This design comes from an exercise in tuning for small area, a short achievable clock period and few clock cycles per item on the open sky130 flow, not from production work.
Only simulation tests tie the RTL to the original design; equivalence was not proved.

== old ==
// ntt_core
module ntt_core (
    input  logic        clk,
    input  logic        reset,
    input  logic        load_w,
    input  logic        load_data,
    input  logic        start,
    input  logic [13:0] din,
    output logic        done,
    output logic [13:0] dout
);
clock: 7.0 ns
lec_check: 0
abc_area: 1
cap_margin: 20
core_margin: 2
core_utilization: 40
cts_buf_list: sky130_fd_sc_hd__clkbuf_4 sky130_fd_sc_hd__clkbuf_8
setup_slack_margin: 3.25
slew_margin: 20
run.sh (not shown) runs the stock make flow with config.mk's settings and CLKGATE_MAP_FILE= SYNTH_SCRIPT=/design/flow/synth_recipe.tcl, a recipe that flattens the netlist after the stock synthesis.
Testbench counts of old, summed over its fixed seeds: cycles 7,952, transforms 192.
--- input diff old..new ---
Settings: swapping 40 for 60 in CORE_UTILIZATION; swapping sky130_fd_sc_hd__clkbuf_4 sky130_fd_sc_hd__clkbuf_8 for sky130_fd_sc_hd__clkbuf_8 in CTS_BUF_LIST.
Sort new and old by number of global-route vias before repair, descending, and old comes first. Sum of buffers and inverters on the critical path: new < old. The starting density of the core of new is higher than that of old. [diff] routed wire length, new relative to old: improvement. Post-placement setup slack is higher on old.

========
Starting RTL as in the previous note.
Design ntt_core, start of the top module:
module ntt_core (
    input  logic        clk,
    input  logic        reset,
    input  logic        load_w,
    input  logic        load_data,
    input  logic        start,
    input  logic [13:0] din,
    output logic        done,
    output logic [13:0] dout
);
Settings: LEC_CHECK=0, ABC_AREA=1, CAP_MARGIN=20, CORE_MARGIN=2, CORE_UTILIZATION=40, CTS_BUF_LIST=sky130_fd_sc_hd__clkbuf_8, SETUP_SLACK_MARGIN=4.0, SLEW_MARGIN=20; clock period 7.0 ns.
The baseline produced a clean layout.
Testbench counts at the start, summed over its fixed seeds: cycles 7,952, transforms 192.
Change:
PLACE_DENSITY = 0.8   (was default)
SETUP_SLACK_MARGIN = 3.25   (was 4.0)
Non-clock buffer count goes down by 231.
Global-route usage goes down by 2.4 points.
Register-to-register slack got worse by 0.11 ns.
Cell count goes down by 4.0%.
Wire length goes down by 9.2%.
Die area stays the same.
Change:
PLACE_DENSITY = default   (was 0.8)
SETUP_SLACK_MARGIN = 2.5   (was 3.25)
What happened:
- The changed run went through all stages and came out clean
- routed wire length went down by 2.2%
- sequential share of layout area went up by 1.2 points
- register-to-register slack gets worse by 0.49 ns
- final area went down by 3.7%
- worst hold slack stays flat
- final cell count went down by 1.1%
- global-route usage went up by 0.55 points
- worst setup slack gets worse by 0.49 ns
Change:
SETUP_SLACK_MARGIN = 3.25   (was 2.5)
Fmax goes up by 16%.
Final cell count goes up by about 1.3%.
Wire length goes up by about 4%.
Global-route usage goes up by 0.68 points.
Via count goes up by 2.5%.
Design area goes up by about 4.5%.
Core utilization goes up by 2.0 points.
Worst hold slack gets worse by 0.015 ns.
Non-clock buffer count goes up by 66.
Setup slack gets better by 0.57 ns.

========
== job 105 ==
Another version of the RTL of ntt_core (not shown whole).
For scale: ~3500 cells after synthesis, roughly 700 flip-flops, about 34 I/O pins.
clock: 7.0 ns
lec_check: 0
cap_margin: 20
core_margin: 2
core_utilization: 40
cts_buf_list: sky130_fd_sc_hd__clkbuf_8
setup_slack_margin: 2.0
slew_margin: 20
Testbench counts of job 105, summed over its fixed seeds: cycles 7,952, transforms 192.
Input-level comparison between job 103 and job 105:
Settings: a change of SETUP_SLACK_MARGIN from 2.0 to 3.0; an added CTS_CLUSTER_SIZE of 20; an added CTS_CLUSTER_DIAMETER of 50.
--- outcome ---
Final setup slack of the worst path, job 105 and job 103: higher on job 103. Taking job 103 as 1.0, job 105 lands at 1.9 on number of clock-tree buffers in the layout. Changes observed in job 103 relative to job 105: count of cells along the worst register-to-register path -1; multi-input combinational gate total +0.34%. Compared with job 105, job 103 shows a lower sequential share of layout area.

========
ntt_core with an RTL version that a note above also has.
Size in the first run: about 4600 cells after synthesis, about 720 flip-flops, about 34 I/O pins.
==> flow/design.v (excerpt) <==
module ntt_core (
    input  logic        clk,
    input  logic        reset,
    input  logic        load_w,
    input  logic        load_data,
    input  logic        start,
    input  logic [13:0] din,
    output logic        done,
    output logic [13:0] dout
);
make LEC_CHECK=0 ABC_AREA=1 CAP_MARGIN=20 CORE_MARGIN=2 CORE_UTILIZATION=40 CTS_BUF_LIST=sky130_fd_sc_hd__clkbuf_8 SETUP_SLACK_MARGIN=3.0 SLEW_MARGIN=20 finish   # period 7.0 ns
Testbench counts at the start, summed over its fixed seeds: cycles 7,952, transforms 192.
Then changed:
--- a/flow/config.mk
+++ b/flow/config.mk
@@ -12,3 +12,3 @@
 export CTS_BUF_LIST = sky130_fd_sc_hd__clkbuf_8
-export SETUP_SLACK_MARGIN = 3.0
+export SETUP_SLACK_MARGIN = 2.0
 export SLEW_MARGIN = 20
Via count falls by 0.96%.
Non-clock buffer count came out lower by 24.
Wire length falls by 0.97%.
Core utilization falls by 0.85 points.
Setup slack is worse by 810 ps.
Cell area fell by about 1.9%.
Cell count drops by 0.46%.
Fmax went down by 17%.
Sequential share of layout area rises by 0.60 points.
Synthesized area is unchanged.
Then changed:
--- a/flow/config.mk
+++ b/flow/config.mk
@@ -12,3 +12,3 @@
 export CTS_BUF_LIST = sky130_fd_sc_hd__clkbuf_8
-export SETUP_SLACK_MARGIN = 2.0
+export SETUP_SLACK_MARGIN = 3.5
 export SLEW_MARGIN = 20
Result: Cell count grows by a few percent. Worst setup slack improves by 1200 ps. Synthesized area is unchanged. Global-route usage grows by 0.73 points. Clock-buffer cell count does not change. Final area grows by roughly a tenth. Core utilization grows by 4.8 points. Hold slack degrades by 19 ps. Non-clock buffer count grows by 193. Wire length grows by a little under a tenth.

========
Setup of exp/willow:
RTL: one of the versions met above, not the one the previous note started from.
Size: roughly 3500 cells after synthesis, roughly 700 flip-flops, about 34 I/O pins.
Design ntt_core, start of the top module:
module ntt_core (
    input  logic        clk,
    input  logic        reset,
    input  logic        load_w,
    input  logic        load_data,
    input  logic        start,
    input  logic [13:0] din,
    output logic        done,
    output logic [13:0] dout
);
    typedef enum logic [2:0] {
        S_IDLE,
        S_LTW,
        S_LDATA,
        S_WAIT,
        S_RUN
    } state_t;
    state_t      state;
    logic [3:0]  seq;
    logic [3:0]  twk;      
    logic [1:0]  hcol;     
    logic [4:0]  k;        
    logic [4:0]  kn;       
    logic        spec;     
    logic        ready;
    logic        go;
    logic        go_spec;
    logic        cmd_start;
    logic        commit;
    logic        abort;
    logic [13:0] din_r;
    logic        ldv_r;    
    logic [3:0]  ldi_r;
    assign cmd_start = start && !load_w && !load_data;
    assign ready     = (hcol == 2'd1) && (twk >= 4'd13);
    assign go_spec   = (state == S_LDATA) && (seq == 4'd14) && ready;
    assign commit    = spec && (state == S_IDLE) && cmd_start;
    assign abort     = spec && (state == S_IDLE) && !cmd_start;
    assign go        = ready && !spec && (((state == S_IDLE) && cmd_start) || (state == S_WAIT));
    assign kn        = (go || go_spec) ? 5'd1 :
                       (abort ? 5'd0 : (((k != 5'd0) && (k != 5'd25)) ? k + 5'd1 : 5'd0));
    always_ff @(posedge clk or posedge reset) begin
        if (reset) begin
            state <= S_IDLE;
            seq   <= '0;
            twk   <= 4'd15;
            hcol  <= '0;
            k     <= '0;
            spec  <= 1'b0;
            ldv_r <= 1'b0;
            ldi_r <= '0;
  ...
Settings: LEC_CHECK=0, CAP_MARGIN=20, CORE_MARGIN=2, CORE_UTILIZATION=40, CTS_BUF_LIST=sky130_fd_sc_hd__clkbuf_8, SETUP_SLACK_MARGIN=4.0, SLEW_MARGIN=20; clock period 7.0 ns.
Testbench counts of exp/willow, summed over its fixed seeds: cycles 7,952, transforms 192.
[inputs] exp/quartz vs exp/willow
Settings: SETUP_SLACK_MARGIN changed from 4.0 to 3.0.
Findings:
exp/quartz vs exp/willow, cell with the largest stage delay on the worst path: sky130_fd_sc_hd__a222oi_1 vs sky130_fd_sc_hd__fa_1
Compared to exp/willow, the router laid down less metal wire for exp/quartz.
exp/quartz against exp/willow: final-layout fill cell count climbed about 5%; number of global-route vias before repair went down about 4.7%.
## Diff of input files: exp/violet against exp/quartz
Settings: CORE_UTILIZATION now 55, was 40.
==> comparison <==
exp/violet: measured slew at the worst slew-check pin higher than exp/quartz
Setup slack in exp/violet is larger than in exp/quartz.
Compared with exp/quartz, exp/violet shows a total vias in the final route that is 757 higher.
exp/violet does worse than exp/quartz on worst max-slew margin expressed relative to the limit.
In the reports for exp/quartz and exp/violet, the smaller wire length of the first global-routing pass belongs to exp/quartz.
Higher clock-buffer cell count was reported by exp/violet, not exp/quartz.
The slowest cell on the critical path comes out sky130_fd_sc_hd__or4b_4 in one run and sky130_fd_sc_hd__a222oi_1 in the other, namely in exp/violet and exp/quartz respectively.
From exp/quartz to exp/violet the numbers moved as follows: average via count per standard cell has increased; routed wire length up 8.1%.

==> separate check: timing with driven ports <==
In the flow no input, the clock included, has a driving cell. The finished layouts below were timed again as built, in two steps. Step 1 sets driving cells, clkbuf_16 on the clock port and buf_2 on the other inputs (assumed; they add their load-dependent delay and slew). Step 2 times the ports against the registers' clock, not the clock port: input delays grow and output delays shrink by t, the midpoint of the rising clock arrivals with the driver on. Slacks: ideal ports / drivers / drivers and shift; pairs: ideal ports / drivers.
run	t (ns)	setup slack, ns	worst setup path at the end	cell pins on the clock port's net
old	0.822	3.324 / 3.324 / 2.802	input to register	1
new	0.811	3.300 / 3.300 / 2.738	input to register	1
the first run of note 2	0.802	3.390 / 3.390 / 3.353	input to register	1
the second run of note 2	0.771	3.282 / 3.282 / 3.163	input to register	1
the third run of note 2	0.806	2.793 / 2.793 / 2.793	register to register	1
the fourth run of note 2	0.823	3.362 / 3.362 / 2.816	input to register	1
job 105	0.784	2.203 / 2.203 / 2.203	register to register	1
job 103	0.746	2.490 / 2.490 / 2.490	register to register	1
the first run of note 4	0.803	3.162 / 3.162 / 2.971	input to register	1
the second run of note 4	0.804	2.356 / 2.356 / 2.356	register to register	1
the third run of note 4	0.777	3.533 / 3.533 / 2.940	input to register	1
exp/willow	0.798	2.622 / 2.622 / 2.622	register to register	1
exp/quartz	0.788	2.538 / 2.538 / 2.538	register to register	1
exp/violet	0.800	2.596 / 2.596 / 2.596	register to register	1
After both steps setup and hold are still met in every run listed. The setup slack of the third run of note 4, which loses most, moves by 0.000 ns with the drivers and by -0.593 ns with both steps.
